Source: an optimization exercise on an open RTL-to-GDS flow (aim: small area, a short achievable clock period and few clock cycles). Production flows keep margins and buffers that such runs may drop.
At most, simulation tests tie the RTL to the original design; equivalence was not proved.
Power figures rest on the tool's default switching activity, not on a simulated workload.

==> module adc_capture_top, before the edit <==
module adc_capture_top (
	input  logic        data_clk_div,
	input  logic        rst_n,
	input  logic [39:0] lanes,
	input  logic [39:0] host_req,
	input  logic        host_req_valid,
	output logic        host_ack,
	output logic [31:0] host_rsp
);
	localparam int DW = 2*16;
	localparam int N  = 64;
	localparam int AW = 6;
	function automatic logic [8-1:0] slip(input logic [8-1:0] b,
			input logic [2:0] n);
		logic [2*8-1:0] dbl;
		dbl = {b, b} >> n;
		slip = dbl[8-1:0];
	endfunction
	adc_pkg::lane_words_t lanes_s;
	host_pkg::host_req_t  req;
	assign lanes_s = lanes;
	assign req     = host_req;
	logic          ack;
	logic          adc_en, cap_en;
	logic [6:0]    cnt;           
	logic          cap_sh;        
	logic          sh;            
	logic [AW-1:0] ptr;           
	logic [AW-1:0] ptr_p1;
	logic          rd_q;          
	logic          st_q;          
	logic [7:0]    st_snap;       
	logic          frame_valid;
	logic [2:0]    bitslip;
	logic [DW-1:0] rsp;
	logic [DW*N-1:0] ring;
	logic is_wr, is_st, is_rd;
	logic cap_active, hit, ready, rise, arm, rd_ok;
	assign is_wr = (req.cmd == 2'd0);
	assign is_st = (req.cmd == 2'd1);
	assign is_rd = (req.cmd == 2'd2);
	assign cap_active = cap_en & ~cnt[6];
	assign ptr_p1 = ptr + 1'b1;
	assign hit    = cap_sh ? (req.addr == '0) :
	                sh     ? (req.addr == ptr_p1) : (req.addr == ptr);
	assign rd_ok  = is_rd & ~cap_active;
	assign ready  = ~is_rd | cap_active | hit;
	assign rise   = host_req_valid & ~ack & ready;
	assign arm    = rise & is_wr & req.wdata[0] & ~cap_en;
	logic [7:0] m;
	always_comb begin
		for (int s = 0; s < 8; s++)
			m[s] = (slip(lanes_s.frame, 3'(s)) == 8'b1111_0000);
	end
	always_ff @(posedge data_clk_div or negedge rst_n) begin
		if (!rst_n) begin
			frame_valid <= 1'b0;
			bitslip <= '0;
		end else begin
			frame_valid <= adc_en & (|m);
			bitslip <= adc_en ? {m[4] | m[5] | m[6] | m[7],
			                     m[2] | m[3] | m[6] | m[7],
			                     m[1] | m[3] | m[5] | m[7]} : 3'd0;
		end
	end
	always_ff @(posedge data_clk_div or negedge rst_n) begin
		if (!rst_n) begin
			ack <= 1'b0;
			adc_en <= 1'b0;
			cap_en <= 1'b0;
			cap_sh <= 1'b0;
			sh <= 1'b0;
			rd_q <= 1'b0;
			ptr <= '0;
		end else begin
			ack <= host_req_valid & (ack | ready);
			if (rise & is_wr) begin
				adc_en <= req.wdata[1];
				cap_en <= req.wdata[0];
			end
			cap_sh <= arm | (cap_en & (cnt < 7'd63));
			sh <= arm | (cap_en & (cnt < 7'd63)) | (ack & ~host_req_valid & rd_q) |
			      (host_req_valid & ~ack & rd_ok & ~hit);
			if (rise) begin
				rd_q <= rd_ok;
			end
			ptr <= cap_sh ? '0 : (sh ? ptr_p1 : ptr);
		end
	end
	always_ff @(posedge data_clk_div) begin
		if (arm)
			cnt <= '0;
		else if (cap_active)
			cnt <= cnt + 7'd1;
	end
	always_ff @(posedge data_clk_div) begin
		if (sh)
			ring <= {ring[DW*(N-1)-1:0],
			         cap_sh ? {slip(lanes_s.ch0_a, bitslip), slip(lanes_s.ch0_b, bitslip),
			                   slip(lanes_s.ch1_a, bitslip), slip(lanes_s.ch1_b, bitslip)}
			                : ring[DW*N-1 -: DW]};
	end
	host_pkg::status_t status;
	always_comb begin
		status.frame_valid = frame_valid;
		status.bitslip_count = bitslip;
		status.cap_state = ~cap_en ? 2'd0 : ((cnt[6] | (&cnt[5:0])) ? 2'd2 : 2'd1);
		status.adc_enable = adc_en;
		status.capture_enable = cap_en;
	end
	always_ff @(posedge data_clk_div) begin
		if (!ack) begin
			st_q <= is_st;
			st_snap <= status;
		end
	end
	always_ff @(posedge data_clk_div) begin
		if (ack)
			rsp <= rd_q ? ring[DW*N-1 -: DW] : st_q ? DW'(st_snap) : '0;
		else
			rsp <= rd_ok ? (sh ? ring[DW*(N-1)-1 -: DW] : ring[DW*N-1 -: DW]) :
			       is_st ? DW'(status) : '0;
	end
	assign host_ack = ack;
	assign host_rsp = rsp;
endmodule
clock: 4.0 ns
lec_check: 0
cap_margin: 20
core_margin: 2
core_utilization: 55
cts_cluster_diameter: 100
cts_cluster_size: 25
setup_slack_margin: 2.0
slew_margin: 20
run.sh (not shown) runs the stock make flow with config.mk's settings and CLKGATE_MAP_FILE= SYNTH_SCRIPT=/design/flow/synth_recipe.tcl, a recipe that flattens the netlist after the stock synthesis.
The first run completed without violations.
Next try:
--- a/flow/design.v
+++ b/flow/design.v
@@ -76,25 +76,21 @@
 	logic [6:0]    cnt;           
 	logic          cap_sh;        
 	logic          sh;            
+	logic          rd_done;       
 	logic [AW-1:0] ptr;           
-	logic [AW-1:0] ptr_p1;
-	logic          rd_q;          
-	logic          st_q;          
-	logic [7:0]    st_snap;       
+	logic [AW-1:0] ptr_nx;        
 	logic          frame_valid;
 	logic [2:0]    bitslip;
 	logic [DW-1:0] rsp;
 	logic [DW*N-1:0] ring;
 	logic is_wr, is_st, is_rd;
-	logic cap_active, hit, ready, rise, arm, rd_ok;
+	logic cap_active, hit, ready, rise, arm;
 	assign is_wr = (req.cmd == 2'd0);
 	assign is_st = (req.cmd == 2'd1);
 	assign is_rd = (req.cmd == 2'd2);
 	assign cap_active = cap_en & ~cnt[6];
-	assign ptr_p1 = ptr + 1'b1;
-	assign hit    = cap_sh ? (req.addr == '0) :
-	                sh     ? (req.addr == ptr_p1) : (req.addr == ptr);
-	assign rd_ok  = is_rd & ~cap_active;
+	assign ptr_nx = cap_sh ? '0 : (ptr + AW'(sh));
+	assign hit    = (ptr_nx == req.addr);
 	assign ready  = ~is_rd | cap_active | hit;
 	assign rise   = host_req_valid & ~ack & ready;
 	assign arm    = rise & is_wr & req.wdata[0] & ~cap_en;
@@ -121,7 +117,7 @@
 			cap_en <= 1'b0;
 			cap_sh <= 1'b0;
 			sh <= 1'b0;
-			rd_q <= 1'b0;
+			rd_done <= 1'b0;
 			ptr <= '0;
 		end else begin
 			ack <= host_req_valid & (ack | ready);
@@ -130,12 +126,10 @@
 				cap_en <= req.wdata[0];
 			end
 			cap_sh <= arm | (cap_en & (cnt < 7'd63));
-			sh <= arm | (cap_en & (cnt < 7'd63)) | (ack & ~host_req_valid & rd_q) |
-			      (host_req_valid & ~ack & rd_ok & ~hit);
-			if (rise) begin
-				rd_q <= rd_ok;
-			end
-			ptr <= cap_sh ? '0 : (sh ? ptr_p1 : ptr);
+			sh <= arm | (cap_en & (cnt < 7'd63)) | rd_done |
+			      (host_req_valid & ~ack & is_rd & ~cap_active & ~hit);
+			rd_done <= rise & is_rd;
+			ptr <= ptr_nx;
 		end
 	end
 	always_ff @(posedge data_clk_div) begin
@@ -160,16 +154,8 @@
 		status.capture_enable = cap_en;
 	end
 	always_ff @(posedge data_clk_div) begin
-		if (!ack) begin
-			st_q <= is_st;
-			st_snap <= status;
-		end
-	end
-	always_ff @(posedge data_clk_div) begin
-		if (ack)
-			rsp <= rd_q ? ring[DW*N-1 -: DW] : st_q ? DW'(st_snap) : '0;
-		else
-			rsp <= rd_ok ? (sh ? ring[DW*(N-1)-1 -: DW] : ring[DW*N-1 -: DW]) :
+		if (!ack)
+			rsp <= is_rd ? (sh ? ring[DW*(N-1)-1 -: DW] : ring[DW*N-1 -: DW]) :
 			       is_st ? DW'(status) : '0;
 	end
 	assign host_ack = ack;
Worst setup slack gets worse by 0.17 ns.
Clock-buffer cell count shrinks by 18.
Synthesized area barely changes.
Core utilization rises by 0.30 points.
Clock skew is higher by 0.0053 ns.
Power grows by about 35%.
Routed wire length stays flat.
Synthesized cell count grows by 0.45%.
Fmax falls by about 7.5%.
Cell count stays flat.
No functional check of the RTL was part of any run of this note.

before:
Another version of the RTL of adc_capture_top (not shown whole).
Size in the first run: roughly 2500 cells after synthesis, roughly 120 I/O pins, roughly 66000 µm² of cells after synthesis.
==> module adc_capture_top, before the edit <==
module adc_capture_top (
	input  logic        data_clk_div,
	input  logic        rst_n,
	input  logic [39:0] lanes,
	input  logic [39:0] host_req,
	input  logic        host_req_valid,
	output logic        host_ack,
	output logic [31:0] host_rsp
);
	localparam int DW = 2*16;
	localparam int N  = 64;
	localparam int AW = 6;
	function automatic logic [8-1:0] slip(input logic [8-1:0] b,
			input logic [2:0] n);
		logic [2*8-1:0] dbl;
		dbl = {b, b} >> n;
		slip = dbl[8-1:0];
	endfunction
	adc_pkg::lane_words_t lanes_s;
	host_pkg::host_req_t  req;
	assign lanes_s = lanes;
	assign req     = host_req;
	logic          ack;
	logic          adc_en, cap_en;
	logic [6:0]    cnt;           
	logic          cap_sh;        
	logic          sh;            
	logic [AW-1:0] pn;            
	logic          rd_q;          
	logic          st_q;          
	logic [7:0]    st_snap;       
	logic          frame_valid;
	logic [2:0]    bitslip;
	logic [DW-1:0] rsp;
	logic [DW*N-1:0] ring;
	logic is_wr, is_st, is_rd;
	logic cap_active, hit, ready, rise, arm, rd_ok, cap_sh_d, turn;
	assign is_wr = (req.cmd == 2'd0);
	assign is_st = (req.cmd == 2'd1);
	assign is_rd = (req.cmd == 2'd2);
	assign cap_active = cap_en & ~cnt[6];
	assign hit    = (req.addr == pn);
	assign rd_ok  = is_rd & ~cap_active;
	assign ready  = ~is_rd | cap_active | hit;
	assign rise   = host_req_valid & ~ack & ready;
	assign arm    = rise & is_wr & req.wdata[0] & ~cap_en;
	assign cap_sh_d = arm | (cap_en & (cnt < 7'd63));
	assign turn   = (ack & ~host_req_valid & rd_q) | (host_req_valid & ~ack & rd_ok & ~hit);
	logic [7:0] m;
	always_comb begin
		for (int s = 0; s < 8; s++)
			m[s] = (slip(lanes_s.frame, 3'(s)) == 8'b1111_0000);
	end
	always_ff @(posedge data_clk_div or negedge rst_n) begin
		if (!rst_n) begin
			frame_valid <= 1'b0;
			bitslip <= '0;
		end else begin
			frame_valid <= adc_en & (|m);
			bitslip <= adc_en ? {m[4] | m[5] | m[6] | m[7],
			                     m[2] | m[3] | m[6] | m[7],
			                     m[1] | m[3] | m[5] | m[7]} : 3'd0;
		end
	end
	always_ff @(posedge data_clk_div or negedge rst_n) begin
		if (!rst_n) begin
			ack <= 1'b0;
			adc_en <= 1'b0;
			cap_en <= 1'b0;
			cap_sh <= 1'b0;
			sh <= 1'b0;
			rd_q <= 1'b0;
			pn <= '0;
		end else begin
			ack <= host_req_valid & (ack | ready);
			if (rise & is_wr) begin
				adc_en <= req.wdata[1];
				cap_en <= req.wdata[0];
			end
			cap_sh <= cap_sh_d;
			sh <= cap_sh_d | turn;
			if (rise) begin
				rd_q <= rd_ok;
			end
			pn <= cap_sh_d ? '0 : (turn ? pn + 1'b1 : pn);
		end
	end
	always_ff @(posedge data_clk_div) begin
		if (arm)
			cnt <= '0;
		else if (cap_active)
			cnt <= cnt + 7'd1;
	end
	always_ff @(posedge data_clk_div) begin
		if (sh)
			ring <= {ring[DW*(N-1)-1:0],
			         cap_sh ? {slip(lanes_s.ch0_a, bitslip), slip(lanes_s.ch0_b, bitslip),
			                   slip(lanes_s.ch1_a, bitslip), slip(lanes_s.ch1_b, bitslip)}
			                : ring[DW*N-1 -: DW]};
	end
	host_pkg::status_t status;
	always_comb begin
		status.frame_valid = frame_valid;
		status.bitslip_count = bitslip;
		status.cap_state = ~cap_en ? 2'd0 : ((cnt[6] | (&cnt[5:0])) ? 2'd2 : 2'd1);
		status.adc_enable = adc_en;
		status.capture_enable = cap_en;
	end
	always_ff @(posedge data_clk_div) begin
		if (!ack) begin
			st_q <= is_st;
			st_snap <= status;
		end
	end
	always_ff @(posedge data_clk_div) begin
		if (ack ? rd_q : rd_ok)
			rsp <= sh ? ring[DW*(N-1)-1 -: DW] : ring[DW*N-1 -: DW];
		else if (ack)
			rsp <= st_q ? DW'(st_snap) : '0;
		else
			rsp <= is_st ? DW'(status) : '0;
	end
	assign host_ack = ack;
	assign host_rsp = rsp;
endmodule
Settings: LEC_CHECK=0, CAP_MARGIN=20, CORE_MARGIN=2, CORE_UTILIZATION=55, CTS_CLUSTER_DIAMETER=100, CTS_CLUSTER_SIZE=25, SETUP_SLACK_MARGIN=2.0, SLEW_MARGIN=20; clock period 4.0 ns.
Testbench counts of before, summed over its fixed seeds: cycles 9,504.
For after, these inputs were changed with respect to before:
-- flow/design.v --
<<< before, line 165
	end
	always_ff @(posedge data_clk_div) begin
		if (ack ? rd_q : rd_ok)
			rsp <= sh ? ring[DW*(N-1)-1 -: DW] : ring[DW*N-1 -: DW];
		else if (ack)
			rsp <= st_q ? DW'(st_snap) : '0;
		else
			rsp <= is_st ? DW'(status) : '0;
	end
	assign host_ack = ack;
>>> after, line 165
	end
	always_ff @(posedge data_clk_div) begin
		if (ack)
			rsp <= rd_q ? ring[DW*N-1 -: DW] : st_q ? DW'(st_snap) : '0;
		else
			rsp <= rd_ok ? (sh ? ring[DW*(N-1)-1 -: DW] : ring[DW*N-1 -: DW]) :
			       is_st ? DW'(status) : '0;
	end
	assign host_ack = ack;
Notes after the runs:
Fmax: after vs before down about 1%
Layout buffer count excluding clock buffers came out lower on after than on before.
When after is measured against before, its area growth from synthesis to layout turns out 0.37 points lower.
In after the global-route usage turned out 0.40 points lower than in before.
Share of total power in the clock network on after is up relative to before.
Route | after vs before | wire shorter in after
The run showing the smaller final cell count is after.
Testbench counts of after, summed over its fixed seeds: cycles 9,504.

[separate check: timing with driven ports]
The flow's constraints put no driver on any port. The routed layouts listed below were extracted and timed again, unchanged, in two steps. Step 1 assumes that a clkbuf_16 drives the clock port and a buf_2 every other input. Step 2 times the ports against the registers' clock, not the clock port: input delays grow and output delays shrink by t, the midpoint of the rising clock arrivals with the driver on. a / b / c = ideal ports / drivers / drivers and shift; a / b = the first two.
| run | shift t [ns] | setup slack, ns | latest minus earliest clock arrival (ns) | worst slew at a driven data input, ns |
|---|---|---|---|---|
| the first run of note 1 | 0.744 | 1.897 / 1.898 / 1.191 | 0.028 / 0.028 | 0.12 |
| the second run of note 1 | 0.744 | 1.726 / 1.656 / 1.352 | 0.037 / 0.037 | 0.16 |
| before | 0.752 | 1.955 / 1.882 / 1.303 | 0.032 / 0.032 | 0.04 |
| after | 0.752 | 1.935 / 1.864 / 1.346 | 0.043 / 0.043 | 0.06 |
After both steps setup and hold are still met in every run listed. For the first run of note 1, which loses most, drivers alone change the setup slack by +0.001 ns; drivers and shift together by -0.706 ns.
